Source: an optimization exercise on an open RTL-to-GDS flow (aim: small area and a short achievable clock period). Production flows keep margins and buffers that such runs may drop. Only simulation tests tie the RTL to the original design; equivalence was not proved. Power and IR drop assume default switching activity.

File: design/flow/config.mk
export PLATFORM = sky130hd
export DESIGN_NAME = rv_core_top
export DESIGN_NICKNAME = rv_core_top
export VERILOG_FILES = /design/flow/design.v
export SDC_FILE = /design/flow/constraint.sdc
export NUM_CORES = 4
export LEC_CHECK = 0
export ABC_AREA = 1
export CAP_MARGIN = 20
export CORE_MARGIN = 2
export CORE_UTILIZATION = 35
export CTS_BUF_LIST = sky130_fd_sc_hd__clkbuf_8
export CTS_CLUSTER_SIZE = 12
export SETUP_SLACK_MARGIN = 4
export SLEW_MARGIN = 20
File: design/flow/constraint.sdc
create_clock -name core_clock -period 9.0 [get_ports {clk_i}]
set_input_delay 1.8000 -clock core_clock [delete_from_list [all_inputs] [get_ports {clk_i}]]
set_output_delay 1.8000 -clock core_clock [all_outputs]
set_load 0.01 [all_outputs]
File: design/flow/design.v
package rv_pkg;
  localparam int XLEN = 32;
  localparam int REG_ADDR_W = 5;
  localparam int NUM_REGS = 32;
endpackage
module rv_core_top (
  input  logic                          clk_i,
  input  logic                          arst_n_i,
  input  logic                          instr_valid_i,
  input  logic [rv_pkg::XLEN-1:0]       instr_i,
  input  logic [rv_pkg::XLEN-1:0]       pc_i,
  output logic                          rd_we_o,
  output logic [rv_pkg::REG_ADDR_W-1:0] rd_addr_o,
  output logic [rv_pkg::XLEN-1:0]       rd_data_o,
  output logic                          illegal_o
);
  logic [6:0] opcode;
  logic [2:0] funct3;
  logic [6:0] funct7;
  logic [4:0] rd, rs1, rs2;
  logic       is_lui, is_auipc, is_opimm, is_op, is_alu;
  logic       f7_zero, f7_alt, legal;
  assign opcode = instr_i[6:0];
  assign funct3 = instr_i[14:12];
  assign funct7 = instr_i[31:25];
  assign rd     = instr_i[11:7];
  assign rs1    = instr_i[19:15];
  assign rs2    = instr_i[24:20];
  assign is_lui   = (opcode == 7'b0110111);
  assign is_auipc = (opcode == 7'b0010111);
  assign is_opimm = (opcode == 7'b0010011);
  assign is_op    = (opcode == 7'b0110011);
  assign is_alu   = is_opimm | is_op;
  assign f7_zero  = (funct7 == 7'b0000000);
  assign f7_alt   = (funct7 == 7'b0100000);
  always_comb begin
    legal = is_lui | is_auipc;
    if (is_opimm) begin
      if (funct3 == 3'b001)      legal = f7_zero;
      else if (funct3 == 3'b101) legal = f7_zero | f7_alt;
      else                       legal = 1'b1;
    end
    if (is_op) begin
      legal = f7_zero | (f7_alt & (funct3 == 3'b000 || funct3 == 3'b101));
    end
  end
  logic [31:0] regs [1:31];
  logic [31:1] valid;
  logic [31:1] wr_en;
  logic [31:1] rd_ok;
  always_comb begin
    for (int i = 1; i < 32; i++) begin
      wr_en[i] = rd_we_o && (rd_addr_o == 5'(i));
    end
  end
  always_ff @(posedge clk_i or negedge arst_n_i) begin
    if (!arst_n_i) begin
      valid <= '0;
    end else begin
      valid <= valid | wr_en;
    end
  end
  always_ff @(posedge clk_i) begin
    for (int i = 1; i < 32; i++) begin
      regs[i] <= ({32{wr_en[i]}} & rd_data_o) | ({32{!wr_en[i]}} & regs[i]);
    end
  end
  assign rd_ok = valid & ~wr_en;
  logic        a_reg, b_reg;
  logic        rs1_fwd, rs2_fwd;
  logic [31:1] rs1_sel, rs2_sel;
  logic [31:0] imm, op_a, op_b;
  assign a_reg = !(is_lui || is_auipc);
  assign b_reg = is_op;
  assign rs1_fwd = rd_we_o && (rd_addr_o == rs1) && a_reg;
  assign rs2_fwd = rd_we_o && (rd_addr_o == rs2) && b_reg;
  always_comb begin
    for (int i = 1; i < 32; i++) begin
      rs1_sel[i] = (rs1 == 5'(i)) && rd_ok[i] && a_reg;
      rs2_sel[i] = (rs2 == 5'(i)) && rd_ok[i] && b_reg;
    end
  end
  assign imm = is_alu ? {{20{instr_i[31]}}, instr_i[31:20]} : {instr_i[31:12], 12'b0};
  always_comb begin
    op_a = ({32{is_auipc}} & pc_i) | ({32{rs1_fwd}} & rd_data_o);
    op_b = ({32{!b_reg}} & imm)    | ({32{rs2_fwd}} & rd_data_o);
    for (int i = 1; i < 32; i++) begin
      op_a = op_a | ({32{rs1_sel[i]}} & regs[i]);
      op_b = op_b | ({32{rs2_sel[i]}} & regs[i]);
    end
  end
  logic        do_sub;
  logic [31:0] b_inv, bit_g, bit_t;
  logic        c0_pre, c0_sum;
  logic [31:0] pg_t [0:5];
  logic [31:0] pg_g [0:5];
  logic [31:0] carry;
  logic [31:0] sum;
  logic        cout, lt_s, lt_u;
  assign do_sub = is_alu && ((funct3 == 3'b010) || (funct3 == 3'b011) ||
                             (is_op && funct3 == 3'b000 && instr_i[30]));
  assign b_inv  = op_b ^ {32{do_sub}};
  assign bit_g = op_a & b_inv;
  assign bit_t = op_a | b_inv;
  assign c0_pre = (op_a[0] & b_inv[0]) | (op_a[0] & do_sub) | (b_inv[0] & do_sub);
  assign c0_sum = bit_g[0] | (bit_t[0] & do_sub);
  always_comb begin
    pg_g[0]    = bit_g;
    pg_t[0]    = bit_t;
    pg_g[0][0] = c0_pre;
    for (int l = 0; l < 5; l++) begin
      for (int i = 0; i < 32; i++) begin
        if (i >= (1 << l)) begin
          pg_g[l+1][i] = pg_g[l][i] | (pg_t[l][i] & pg_g[l][i - (1 << l)]);
          pg_t[l+1][i] = pg_t[l][i] & pg_t[l][i - (1 << l)];
        end else begin
          pg_g[l+1][i] = pg_g[l][i];
          pg_t[l+1][i] = pg_t[l][i];
        end
      end
    end
  end
  assign carry = {pg_g[5][30:1], c0_sum, do_sub};
  always_comb begin
    sum[0] = op_a[0] ^ op_b[0];
    for (int i = 1; i < 32; i++) sum[i] = (bit_t[i] ^ carry[i]) ^ bit_g[i];
  end
  assign cout  = pg_g[5][31];
  assign lt_u  = !cout;
  assign lt_s  = !cout ^ op_a[31] ^ op_b[31];
  logic        shift_left, fill;
  logic [4:0]  shamt;
  logic [31:0] sh_in, sh_out, sh_rev;
  logic [31:0] sh_st [0:5];
  assign shamt      = op_b[4:0];
  assign shift_left = !funct3[2];
  assign fill       = instr_i[30] && op_a[31] && !shift_left;
  always_comb begin
    for (int i = 0; i < 32; i++) sh_in[i] = shift_left ? op_a[31-i] : op_a[i];
  end
  always_comb begin
    sh_st[0] = sh_in;
    for (int l = 0; l < 5; l++) begin
      for (int i = 0; i < 32; i++) begin
        if (i + (1 << l) < 32) sh_st[l+1][i] = shamt[l] ? sh_st[l][i + (1 << l)] : sh_st[l][i];
        else                   sh_st[l+1][i] = shamt[l] ? fill : sh_st[l][i];
      end
    end
  end
  assign sh_out = sh_st[5];
  always_comb begin
    for (int i = 0; i < 32; i++) sh_rev[i] = sh_out[31-i];
  end
  logic sel_add, sel_sll, sel_slt, sel_sltu, sel_xor, sel_sr, sel_or, sel_and;
  logic [31:0] result;
  assign sel_add  = !is_alu || funct3 == 3'b000;
  assign sel_sll  = is_alu && funct3 == 3'b001;
  assign sel_slt  = is_alu && funct3 == 3'b010;
  assign sel_sltu = is_alu && funct3 == 3'b011;
  assign sel_xor  = is_alu && funct3 == 3'b100;
  assign sel_sr   = is_alu && funct3 == 3'b101;
  assign sel_or   = is_alu && funct3 == 3'b110;
  assign sel_and  = is_alu && funct3 == 3'b111;
  assign result = ({32{sel_add}} & sum)
                | ({32{sel_sll}} & sh_rev)
                | ({32{sel_sr}}  & sh_out)
                | ({32{sel_xor}} & (op_a ^ op_b))
                | ({32{sel_or}}  & (op_a | op_b))
                | ({32{sel_and}} & (op_a & op_b))
                | {31'b0, (sel_slt & lt_s) | (sel_sltu & lt_u)};
  logic wb_fire;
  assign wb_fire = instr_valid_i && legal && (rd != 5'b0);
  always_ff @(posedge clk_i or negedge arst_n_i) begin
    if (!arst_n_i) begin
      rd_we_o   <= 1'b0;
      illegal_o <= 1'b0;
      rd_addr_o <= '0;
      rd_data_o <= '0;
    end else begin
      rd_we_o   <= wb_fire;
      illegal_o <= instr_valid_i && !legal;
      if (wb_fire) begin
        rd_addr_o <= rd;
        rd_data_o <= result;
      end
    end
  end
endmodule
File: design/flow/run.sh
#!/bin/bash
# synth_recipe.tcl (not shown) runs the flow's synth.tcl, then flattens the netlist and writes it again
# the make line also repeats each setting of config.mk as NAME=value (left out here)
make -C /OpenROAD-flow-scripts/flow DESIGN_CONFIG=/design/flow/config.mk WORK_HOME=/design/flow/orfs CLKGATE_MAP_FILE= SYNTH_SCRIPT=/design/flow/synth_recipe.tcl finish
==> summary.txt, run 1 <==
Count of routing violations after the opening detailed-route iteration = 13400
Top sig layer = met5
Category of the worst setup path launch point = primary input
Final non-filler cell total = 11057
Synth Instances = 7842
Synth Area per Inst = 7.858 um^2
Portion of the post-synthesis area used by sequential elements = 51.18%
Number of slew-limit violations in the final report = 0
Via-per-instance ratio = 6.218
CTS tree = built
Clock root buffer = clkbuf_8
Via count of the first global-routing pass = 60696
Routability congestion estimate from global placement = 1.078
Pin count of the biggest net entering global routing = 46
Number of flops mapped to enable cells by yosys = 992
Most common cell in the netlist = nand2_1
Met3 wire len = 79.01 mm
Prevailing post-synth register cell = edfxtp_1
Worst Path Arrival = 6.01 ns
Data required time at the worst endpoint = 9.94 ns
Worst slew margin = 17.41%
Filler Cell Count = 17599
Count of input and output buffers = 105
Latest clock arrival within the worst-skew pair = 1.05 ns
Nets = 8689
Post-Synthesis Cell Area = 0.06162 mm^2
Post-synthesis cell type count = 55
I/O pin total = 106
Final critical-path share of the clock period = 56.40%
# rows = 153
Horizontal die dimension = 423.6 um
Synthesis-to-finish area growth = 28.98%
Yosys synthesis warning count = 5
H-tree Lvls = 4
Status = complete, no violations
DPL Wire Length = 334.1 mm
Syn nets = 7974
Pre-Repair DR Iteration Count = 9
Wire length of the first global-routing pass = 589.7 mm
Final number of setup-violating endpoints = 0
CP Max Fanout = 8
Placeable core region = 0.1744 mm^2
Ys async rst share = 6.591%
Routed wl met2 = 175.2 mm
Cell type with the largest total area after synthesis = edfxtp_1
Average routed wire per standard cell = 41.87 um
RSZ-0062 raised after global routing = true
Starting utilization of the core area = 35.33%
Post-synth top area share = 48.34%
Total routed wirelength = 463.0 mm
Total via count after detailed routing = 68748
Flip-flop and latch count after synthesis = 1062
Remaining routing DRC violations = 0
Wire length on met1 = 171.3 mm
Clock buffers created by TritonCTS = 198
Final hold viol count = 0
Setup TNS Final = 0 ns
Die height = 423.6 um
Maximum resistive drop on vdd = 149.8 uV
Dpl cells = 10348
Largest cells by area after synthesis = edfxtp_1 (48%), nand2_1 (18%), nand3_1 (8.7%)
Worst r2r path cells = 21
Tmin final = 5.076 ns
Maximum capacitance violations = 0
Antenna-violating nets left = 0
CP Class = primary input to flop
Capturing element type of the critical path = flop
Upper clock frequency limit = 197.0 MHz
Maximum clock path buffer count = 3
Ranking of synthesized cells by instance count = nand2_1 (2943), nand3_1 (1070), edfxtp_1 (992)
Clock-pin transition on the worst setup and hold timing paths = 0.06 ns
Power density cells = 151.1 mW/mm^2
Initial antenna violation count = 38
Fraction of layout instances using a drive strength above 1 = 22.99%
GRT overflow = 0
Static power due to leakage = 0.03567 uW
Worst clock skew on the final layout = 0.1203 ns
Slew @ Worst Pin = 1.239 ns
Class of the worst hold path = flop to flop
Total die area = 0.1794 mm^2
Cell depth of the worst min-delay path = 2
CTS Sinks = 1062
Total Routing Usage GR = 49.96%
## cells by family after synthesis
family                   after synthesis  synth area share, %
AO/OA/AOI/OAI                        404                3.722
XOR/XNOR                               7              0.09949
adder cells (fa/ha/maj)               65                1.332
buffers and inverters                879                6.071
flip-flops                          1062                51.18
AND/OR/NAND/NOR                     5425                37.59
## cell usage in the layout (no fill, tap or decap), types with 13 or more instances in the layout
master / synthesis / layout
or2_2: 36 / 36
dfrtp_1: 70 / 67
ha_1: 64 / 64
clkinvlp_4: 0 / 18
clkinv_1: 9 / 60
diode_2: 0 / 18
o211ai_1: 16 / 16
a22oi_1: 28 / 27
inv_4: 0 / 13
nand2_1: 2943 / 2712
buf_12: 0 / 109
clkinv_2: 0 / 27
o21ai_1: 35 / 52
inv_1: 510 / 517
nand4_1: 139 / 139
nand3_2: 40 / 164
nand3_4: 1 / 54
nand2_8: 0 / 17
clkbuf_8: 0 / 202
buf_6: 16 / 64
edfxtp_1: 992 / 992
nor2_2: 56 / 130
nor2_4: 23 / 191
buf_8: 0 / 17
inv_2: 85 / 87
nor3_1: 59 / 44
o21ai_0: 172 / 147
buf_4: 39 / 480
nor2_1: 941 / 702
nand2_4: 5 / 68
nand3_1: 1070 / 893
nand3b_1: 18 / 18
and3_1: 23 / 23
a21oi_1: 94 / 76
clkdlybuf4s50_1: 0 / 86
nand2_2: 39 / 193
nor3_2: 1 / 14
a21oi_2: 5 / 18
## routing by layer
layer  global-route usage, %  vias to the layer above
li1                        -                    27466
met1                   63.25                    33563
met2                   66.08                     6334
met3                   26.29                     1343
met4                   30.79                       42
met5                       0                        -
## worst paths after layout
path	startpoint	to	slack, ns
max	instr_i[2]	rd_data_o[8]	3.92
min	valid[31]	valid[31]	0.49
max reg2reg	rd_addr_o[1]	rd_data_o[4]	3.93
min reg2reg	valid[31]	valid[31]	0.49
max in group asynchronous	arst_n_i	valid[13]	6.86
min in group asynchronous	arst_n_i	rd_data_o[6]	0.80
## power by group
part / leakage [uW] / internal (uW) / switching (uW)
logic: 0.0238 / 309 / 1150
registers: 0.00973 / 5690 / 111
clock network: 0.00213 / 2270 / 2490
total: 0.0357 / 8260 / 3750
## per-stage QoR
stage | power, uW | hold WS [ns] | setup WS [ns] | utilization [%] | instance area, um^2
global route | 12140 | 0.5124 | 3.937 | 45.56 | 79450
finish | 12010 | 0.4916 | 3.924 | 45.57 | 79480
detailed placement | 7158 | 0.4778 | 0.9725 | 38.63 | 67380
global placement | 7165 | 0.4698 | 0.9144 | 38.60 | 67320
CTS | 11830 | 0.4934 | 3.979 | 44.22 | 77120
floorplan | 6297 | 0.4272 | 4.192 | - | 61620
## worst max-delay path, cell delays in order
cell and delay, ns:
dlygate4sd2_1 0.28, nand2_1 0.12, nor2_4 0.14, buf_12 0.16
nand2_8 0.15, nand2_2 0.21, nor2_4 0.07, buf_4 0.16
nand2_2 0.30, nand2_1 0.11, nor2_1 0.19, nand2_2 0.26
nor2_1 0.20, nand3_2 0.21, ha_1 0.36, a22oi_1 0.18
o21ai_0 0.22, nor2_1 0.51, nand3_1 0.14, o21ai_1 0.13
inv_1 0.05
## what timing repair did
item                                    CTS  global route
endpoints found under the setup margin   32            32
hold buffers                              0             0
hold endpoints to repair                  0             0
resized for setup                       822           458
cloned                                   14             1
buffers inserted                        257            62
pin swaps                               141           154
## area by class of cell
| type | count | area, um^2 | share of cell area [%] |
|---|---|---|---|
| tap | 2325 | 2909 | 3.660 |
| sequential | 1062 | 31540 | 39.69 |
| clock buffer | 202 | 2780 | 3.498 |
| inverter | 604 | 2539 | 3.194 |
| timing repair inverter | 2 | 16.27 | 0.02047 |
| clock inverter | 155 | 979.7 | 1.233 |
| multi-input combinational | 5907 | 30640 | 38.55 |
| timing repair buffer | 782 | 8028 | 10.10 |
| antenna | 18 | 45.04 | 0.05667 |
==> inputs of run 2 (changes only) <==
--- a/design/flow/design.v
+++ b/design/flow/design.v
@@ -123,7 +123,8 @@
   assign carry = {pg_g[5][30:1], c0_sum, do_sub};
   always_comb begin
     sum[0] = op_a[0] ^ op_b[0];
-    for (int i = 1; i < 32; i++) sum[i] = (bit_t[i] ^ carry[i]) ^ bit_g[i];
+    sum[1] = (op_a[1] ^ op_b[1]) ^ (do_sub ^ c0_sum);
+    for (int i = 2; i < 32; i++) sum[i] = (bit_t[i] ^ carry[i]) ^ bit_g[i];
   end
   assign cout  = pg_g[5][31];
   assign lt_u  = !cout;
--- a/design/flow/config.mk
+++ b/design/flow/config.mk
@@ -9,7 +9,7 @@
 export CAP_MARGIN = 20
 export CORE_MARGIN = 2
 export CORE_UTILIZATION = 35
-export CTS_BUF_LIST = sky130_fd_sc_hd__clkbuf_8
-export CTS_CLUSTER_SIZE = 12
+export CTS_CLUSTER_DIAMETER = 100
+export CTS_CLUSTER_SIZE = 20
 export SETUP_SLACK_MARGIN = 4
 export SLEW_MARGIN = 20
==> run 2 against run 1 <==
Hold slack worse by 0.018 ns. Sequential share of layout area up 1.0 points. Setup slack lost 0.21 ns. Combinational power rose by 12%. Fmax decreased by 4.0%. Total power down 8.6%. Final area is 2.4% lower. First-iteration DRC count up 12%. Critical endpoint is now rd_data_o[30]. Largest cell class unchanged. Largest power group unchanged. Highest routed layer unchanged.
==> summary.txt, run 2 <==
Status = complete, no violations
CP Max Fanout = 11
Post-Synthesis Cell Area = 0.06115 mm^2
CTS tree = built
Number of slew-limit violations in the final report = 0
Total die area = 0.1781 mm^2
Via count of the first global-routing pass = 60309
Fraction of layout instances using a drive strength above 1 = 23.48%
Clock-pin transition on the worst setup and hold timing paths = 0.08 ns
CTS Sinks = 1062
Pin count of the biggest net entering global routing = 49
Category of the worst setup path launch point = primary input
Total via count after detailed routing = 69628
Wire length of the first global-routing pass = 609.1 mm
Static power due to leakage = 0.03292 uW
H-tree Lvls = 3
Clock buffers created by TritonCTS = 70
Count of routing violations after the opening detailed-route iteration = 15029
Worst Path Arrival = 5.93 ns
Flip-flop and latch count after synthesis = 1062
Final hold viol count = 0
Remaining routing DRC violations = 0
Maximum resistive drop on vdd = 190.0 uV
Commonest non-fill, non-tap cells in the layout = nand2_1 (1676), nand3_1 (1609), edfxtp_1 (992)
Total routed wirelength = 485.8 mm
Most Frequent Cell on Critical Path = buf_4
Upper clock frequency limit = 189.2 MHz
Worst slew margin = 16.83%
Nets = 8058
Routability congestion estimate from global placement = 1.100
Total Routing Usage GR = 52.17%
Placeable core region = 0.1736 mm^2
Synth Instances = 7411
Worst clock skew on the final layout = 0.07060 ns
Data required time at the worst endpoint = 9.64 ns
Utilization of the core after routing = 44.65%
Largest incremental delay on the critical path = 0.67 ns
I/O pin total = 106
Number of flops mapped to enable cells by yosys = 992
Most common cell in the netlist = nand2_1
DPL Wire Length = 340.5 mm
CP Class = primary input to flop
Final cell area excluding filler cells = 0.07753 mm^2
Via-per-instance ratio = 6.731
Prevailing post-synth register cell = edfxtp_1
Initial antenna violation count = 49
Leading cell type in the layout, fill and taps excluded = nand2_1
# rows = 153
Count of input and output buffers = 105
Tmin final = 5.286 ns
Capturing element type of the critical path = flop
Post-synth top area share = 48.72%
Latest clock arrival within the worst-skew pair = 0.81 ns
GRT overflow = 0
Synthesis-to-finish area growth = 26.80%
Average routed wire per standard cell = 46.96 um
Crit path max-delay cell type = clkdlybuf4s50_1
Syn nets = 7542
Placed cell areas = 0.06640 mm^2
Final critical-path share of the clock period = 58.73%
Ranking of synthesized cells by instance count = nand2_1 (1878), nand3_1 (1822), edfxtp_1 (992)
Post-synthesis cell type count = 49
Setup TNS Final = 0 ns
Antenna-violating nets left = 0
Slew @ Worst Pin = 1.248 ns
Final number of setup-violating endpoints = 0
Largest cells by area after synthesis = edfxtp_1 (49%), nand3_1 (15%), nand2_1 (12%)
Yosys synthesis warning count = 5
Clock root buffer = clkbuf_16
Cell type with the largest total area after synthesis = edfxtp_1
Maximum capacitance violations = 0
Synth Area per Inst = 8.251 um^2
Worst r2r path cells = 24
Crit-path cells = clkdlybuf4s50_1 > clkinvlp_4 > nor2_4 > clkinvlp_4 > buf_4 > buf_4 > o21ai_0 > nor3_1 > nand3_2 > ha_1 > a22oi_1 > o21ai_1 > nor2_2 > nand2_1 > nor2_1 > buf_4 > a21oi_1
Class of the worst hold path = flop to flop
Die height = 422.0 um
RSZ-0062 raised after global routing = true
Starting utilization of the core area = 35.22%
Cell depth of the worst min-delay path = 1
Portion of the post-synthesis area used by sequential elements = 51.58%
Horizontal die dimension = 422.0 um
Maximum clock path buffer count = 3
Post-CTS Hold Fix Bufs = 0
Power density cells = 141.6 mW/mm^2
Ys async rst share = 6.591%
Pre-Repair DR Iteration Count = 9
run 2: cell types whose count changed in the layout (fill, tap and decap cells not counted), sizes merged, moves of 39 or more:
cell / delta
diode: +39
inv: -113
clkinv: -58
o21ai: +191
a21oi: -51
clkbuf: -98
nor2: -151
nand2: -1055
nand3: +755
nand4: -55
run 2: timing repair:
item                       in CTS  in global routing
pin swaps                     119                137
buffers inserted              186                104
setup endpoints to repair      38                 32
resized for setup             838                611
gates cloned                    4                 15
run 2: worst paths after layout:
kind | startpoint | endpoint | slack (ns)
worst max-delay path | instr_i[31] | rd_data_o[30] | 3.71
worst min-delay path | valid[27] | valid[27] | 0.47
worst max register to register | rd_addr_o[3] | rd_data_o[29] | 3.88
worst min register to register | valid[27] | valid[27] | 0.47
max in group asynchronous | arst_n_i | rd_data_o[29] | 6.65
min in group asynchronous | arst_n_i | valid[19] | 0.98
run 2: per-layer routing:
metal	vias up	global-route usage, %	wire length, um
li1	26340	-	-
met1	33878	62.68	170000
met2	7435	68.49	182700
met3	1935	29.81	85080
met4	40	37.29	46480
met5	-	3.790	1472
run 2: final cells by class:
class                   count  area, um^2
repair buffers            802        8479
repair inverters            1       8.758
diodes                     57       142.6
inverters                 553        2399
clock inverters            22       274.0
multi-input cells        5437       29940
clock buffers              86        1833
fillers                 17318       96100
flip-flops and latches   1062       31550
well taps                2325        2909
run 2: through the flow:
stage | setup WS (ns) | hold WS, ns | power, uW | std cells
finish | 3.714 | 0.4734 | 10980 | 10345
CTS | 3.650 | 0.4737 | 10750 | 10169
detailed placement | 0.9214 | 0.4532 | 7258 | 9871
global placement | 0.9074 | 0.4511 | 7260 | 9870
floorplan | 4.586 | 0.4272 | 6376 | 7411
global route | 3.732 | 0.4850 | 11040 | 10303
run 2: cell families after synthesis:
group	share of synthesized area (%)
AOI/OAI and AO/OA	4.661
adders and majority gates	1.310
and+or+nand+nor	35.36
buffers and inverters	6.947
DFF	51.58
xor gates and xnor gates	0.1289
muxes	0.01637
run 2: power by group:
| part | switching (uW) | internal [uW] | total, uW |
|---|---|---|---|
| logic | 1280 | 353 | 1640 |
| clock network | 2080 | 1500 | 3580 |
| registers | 66.0 | 5700 | 5770 |
| total | 3420 | 7560 | 11000 |
run 2: worst max-delay path, delay by kind of cell:
family          cells  cell delay [ns]
simple gates        6             1.28
buf+inv             6             1.75
compound gates      4             0.79
fa+ha+maj           1             0.24
==> inputs of run 3 (changes only) <==
--- a/design/flow/config.mk
+++ b/design/flow/config.mk
@@ -11,5 +11,6 @@
 export CORE_UTILIZATION = 35
 export CTS_CLUSTER_DIAMETER = 100
 export CTS_CLUSTER_SIZE = 20
-export SETUP_SLACK_MARGIN = 4
+export SETUP_SLACK_MARGIN = 4.2
 export SLEW_MARGIN = 20
+export TNS_END_PERCENT = 5
==> run 3 against run 2 <==
Clock skew is 0.0048 ns higher. Register-to-register slack got worse by 0.53 ns. Fmax down 6.4%. Still clean. Flip-flop and latch count is the same. Cell count down 1.1%. Hold slack improved by 0.0036 ns. Total power decreased by 0.47%. Routed wire length down 0.87%. Setup slack got worse by 0.36 ns. First-iteration DRC count increased by 0.90%. Combinational power shrank 4%.
==> summary.txt, run 3 <==
Fraction of layout instances using a drive strength above 1 = 19.73%
Ys async rst share = 6.591%
Number of logic stages on the critical path including buffering = 24
Prevailing post-synth register cell = edfxtp_1
CTS tree = built
CTS Sinks = 1062
CP Max Fanout = 17
Maximum capacitance violations = 0
Synth Area per Inst = 8.251 um^2
Upper clock frequency limit = 177.1 MHz
Final critical-path share of the clock period = 62.73%
Clock root buffer = clkbuf_16
Horizontal die dimension = 422.0 um
Mux cell area share after synthesis = 0.01637%
Ranking of synthesized cells by instance count = nand2_1 (1878), nand3_1 (1822), edfxtp_1 (992)
Worst r2r path cells = 24
Category of the worst setup path launch point = flop
Initial antenna violation count = 44
Critical R2R Launch = rd_addr_o[3]
Simple logic cell fraction of the synthesized area = 35.36%
Power density cells = 146.4 mW/mm^2
Crit-path cells = nand2_1 > inv_1 > nand3_1 > nand2_1 > inv_2 > buf_4 > nand2_2 > inv_2 > buf_4 > nand2_1 > nand3_1 > nor2_1 > nand2_1 > nor2_2 > nand2_1 > ha_1 > a22oi_1 > o21ai_1 > nor2_1 > buf_4 > nand2_1 > a21oi_1 > buf_4 > a21oi_1
Nets = 7977
Post-synth top area share = 48.72%
H-tree Lvls = 3
Most common cell in the netlist = nand2_1
Average routed wire per standard cell = 47.06 um
Via-per-instance ratio = 6.730
Final cell area excluding filler cells = 0.07466 mm^2
CP Class = flop to flop
I/O pin total = 106
Total via count after detailed routing = 68872
Placeable core region = 0.1736 mm^2
Remaining routing DRC violations = 0
Pre-Repair DR Iteration Count = 9
Synthesis-to-finish area growth = 22.10%
Die height = 422.0 um
Maximum resistive drop on vdd = 189.4 uV
Number of flops mapped to enable cells by yosys = 992
Worst setup path startpoint = rd_addr_o[3]
Yosys synthesis warning count = 5
Synth Instances = 7411
Cell depth of the worst min-delay path = 1
Final hold viol count = 0
# rows = 153
Area fraction in compound gates after synthesis = 4.661%
Filler Cell Count = 17579
Wire length of the first global-routing pass = 608.5 mm
Pin count of the biggest net entering global routing = 49
Register-to-register path setup slack = 3.35 ns
Largest incremental delay on the critical path = 0.62 ns
Routability congestion estimate from global placement = 1.100
Worst slew margin = 16.55%
Total die area = 0.1781 mm^2
Worst Path Arrival = 6.28 ns
Combinational family with the most area after synthesis = simple AND/OR/NAND/NOR gates
GRT overflow = 0
Count of input and output buffers = 105
Class of the worst hold path = flop to flop
Maximum clock path buffer count = 3
Setup TNS Final = 0 ns
Post-Synthesis Cell Area = 0.06115 mm^2
Number of slew-limit violations in the final report = 0
Starting utilization of the core area = 35.22%
Cell type with the largest total area after synthesis = edfxtp_1
Syn nets = 7542
Crit path max-delay cell type = dfrtp_1
Slew @ Worst Pin = 1.252 ns
Worst min-delay path startpoint = valid[27]
Antenna-violating nets left = 0
Xor/xnor cell area share of the yosys netlist = 0.1289%
Final number of setup-violating endpoints = 0
Worst clock skew on the final layout = 0.07539 ns
Static power due to leakage = 0.03178 uW
Count of routing violations after the opening detailed-route iteration = 15165
DPL Wire Length = 340.5 mm
Via count of the first global-routing pass = 60272
Clock buffers created by TritonCTS = 70
Clock-pin transition on the worst setup and hold timing paths = 0.09 ns
Worst path buffer plus inverter count = 7
Portion of the post-synthesis area used by sequential elements = 51.58%
Final non-filler cell total = 10234
Total routed wirelength = 481.6 mm
Post-CTS Hold Fix Bufs = 0
Post-Synth Adder-Cell Area = 1.310%
Tmin final = 5.646 ns
Largest cells by area after synthesis = edfxtp_1 (49%), nand3_1 (15%), nand2_1 (12%)
Status = complete, no violations
Post-synthesis cell type count = 49
Leading cell type in the layout, fill and taps excluded = nand2_1
Data required time at the worst endpoint = 9.64 ns
Placed cell areas = 0.06640 mm^2
Flip-flop and latch count after synthesis = 1062
Latest clock arrival within the worst-skew pair = 0.82 ns
Capturing element type of the critical path = flop
Commonest non-fill, non-tap cells in the layout = nand2_1 (1749), nand3_1 (1695), edfxtp_1 (992)
Dpl cells = 9871
RSZ-0062 raised after global routing = true
Most Frequent Cell on Critical Path = nand2_1
Kind of cell with the highest combined delay on the critical path = simple AND/OR/NAND/NOR gates
Total Routing Usage GR = 52.12%
[run 3: cell counts after synthesis]
Identical to the previous run, type by type.
[run 3: routing by layer]
layer | global-route usage, % | part of all wire [%]
met4 | 36.70 | 9.6
met3 | 30.34 | 18
met2 | 68.63 | 37
met5 | 2.688 | 0.29
met1 | 62.40 | 35
[run 3: area by class of cell]
cell class                 count  area, um^2  area share (%)
multi-input combinational   5436       28510           38.19
inverter                     553        2338           3.132
timing repair inverter         1       8.758         0.01173
clock inverter                22       274.0          0.3670
antenna                       27       67.56         0.09050
clock buffer                  86        1833           2.455
tap                         2325        2909           3.896
timing repair buffer         722        7173           9.608
sequential                  1062       31540           42.25
[run 3: path summary, 6_finish.rpt]
| kind | to |
|---|---|
| min reg2reg | valid[27] |
| min in group asynchronous | valid[19] |
| max in group asynchronous | rd_data_o[29] |
| max reg2reg | rd_data_o[29] |
| min | valid[27] |
| max | rd_data_o[29] |
[run 3: cells by family (layout without fill, tap and decap cells)]
| family | count (synthesis) | in the layout |
|---|---|---|
| fa+ha+maj | 64 | 64 |
| other cells | 0 | 27 |
| mux | 1 | 1 |
| simple gates | 4835 | 4836 |
| xor+xnor | 9 | 9 |
| compound gates | 526 | 526 |
| flops | 1062 | 1062 |
| buf+inv | 914 | 1384 |
[run 3: worst register-to-register path, delay by kind of cell, from the launching register on]
| kind | cells | cell delay [ns] |
|---|---|---|
| simple gates | 12 | 2.25 |
| buf+inv | 7 | 1.84 |
| flops | 1 | 0.62 |
| compound gates | 4 | 0.50 |
| fa+ha+maj | 1 | 0.33 |
[run 3: timing repair]
item                                    in CTS  in global routing
endpoints found under the setup margin      38                 32
pin swaps                                  107                 80
hold endpoints to repair                     0                  0
buffers inserted                           167                 54
gates resized for setup                    708                245
gates cloned                                 3                  4
[run 3: per-stage QoR]
step                      util [%]  setup WS, ns  total power (uW)  hold WS (ns)
final                        43.00         3.354             10930        0.4770
after global routing         42.96         3.440             10980        0.4850
after CTS                    42.01         3.650             10740        0.4737
after detailed placement     38.24        0.9214              7258        0.4532
after global placement       38.23        0.9074              7260        0.4511
after floorplan                  -         4.586              6376        0.4272
[run 3: report_power, final]
part           leakage (uW)  internal (uW)  total, uW  switching [uW]
clock network       0.00102           1500       3580            2080
logic                0.0209            327       1580            1250
registers           0.00982           5700       5760            63.6
total                0.0318           7530      10900            3400

static timing again, ports no longer ideal:
In the flow no input, the clock included, has a driving cell. The finished layouts below were timed again as built, in two steps. Step 1 (the two cells are an assumption about what drives the block):
set clk [get_ports {clk_i}]
set_driving_cell -lib_cell sky130_fd_sc_hd__clkbuf_16 $clk
set_driving_cell -lib_cell sky130_fd_sc_hd__buf_2 [delete_from_list [all_inputs] $clk]
Step 2 adds t to the input delays and takes it off the output delays; t is the mean of the earliest and latest rising clock arrival at the registers after step 1. Input paths then give back, and output paths get back, about the clock's delay inside the block. Slacks: no drivers / after step 1 / after step 2; pairs: no drivers / after step 1.
| run | shift t [ns] | setup WS [ns] | worst setup path at the end | latest minus earliest clock arrival (ns) | cell pins on the clock port's net |
|---|---|---|---|---|---|
| run 1 | 1.078 | 3.924 / 3.928 / 2.898 | input to register | 0.135 / 0.135 | 1 |
| run 2 | 0.875 | 3.714 / 3.779 / 2.905 | input to register | 0.070 / 0.071 | 1 |
| run 3 | 0.877 | 3.354 / 3.354 / 2.611 | input to register | 0.075 / 0.075 | 1 |
After both steps every run listed still meets setup and hold. For run 1, which loses most, drivers alone change the setup slack by +0.004 ns; drivers and shift together by -1.026 ns.
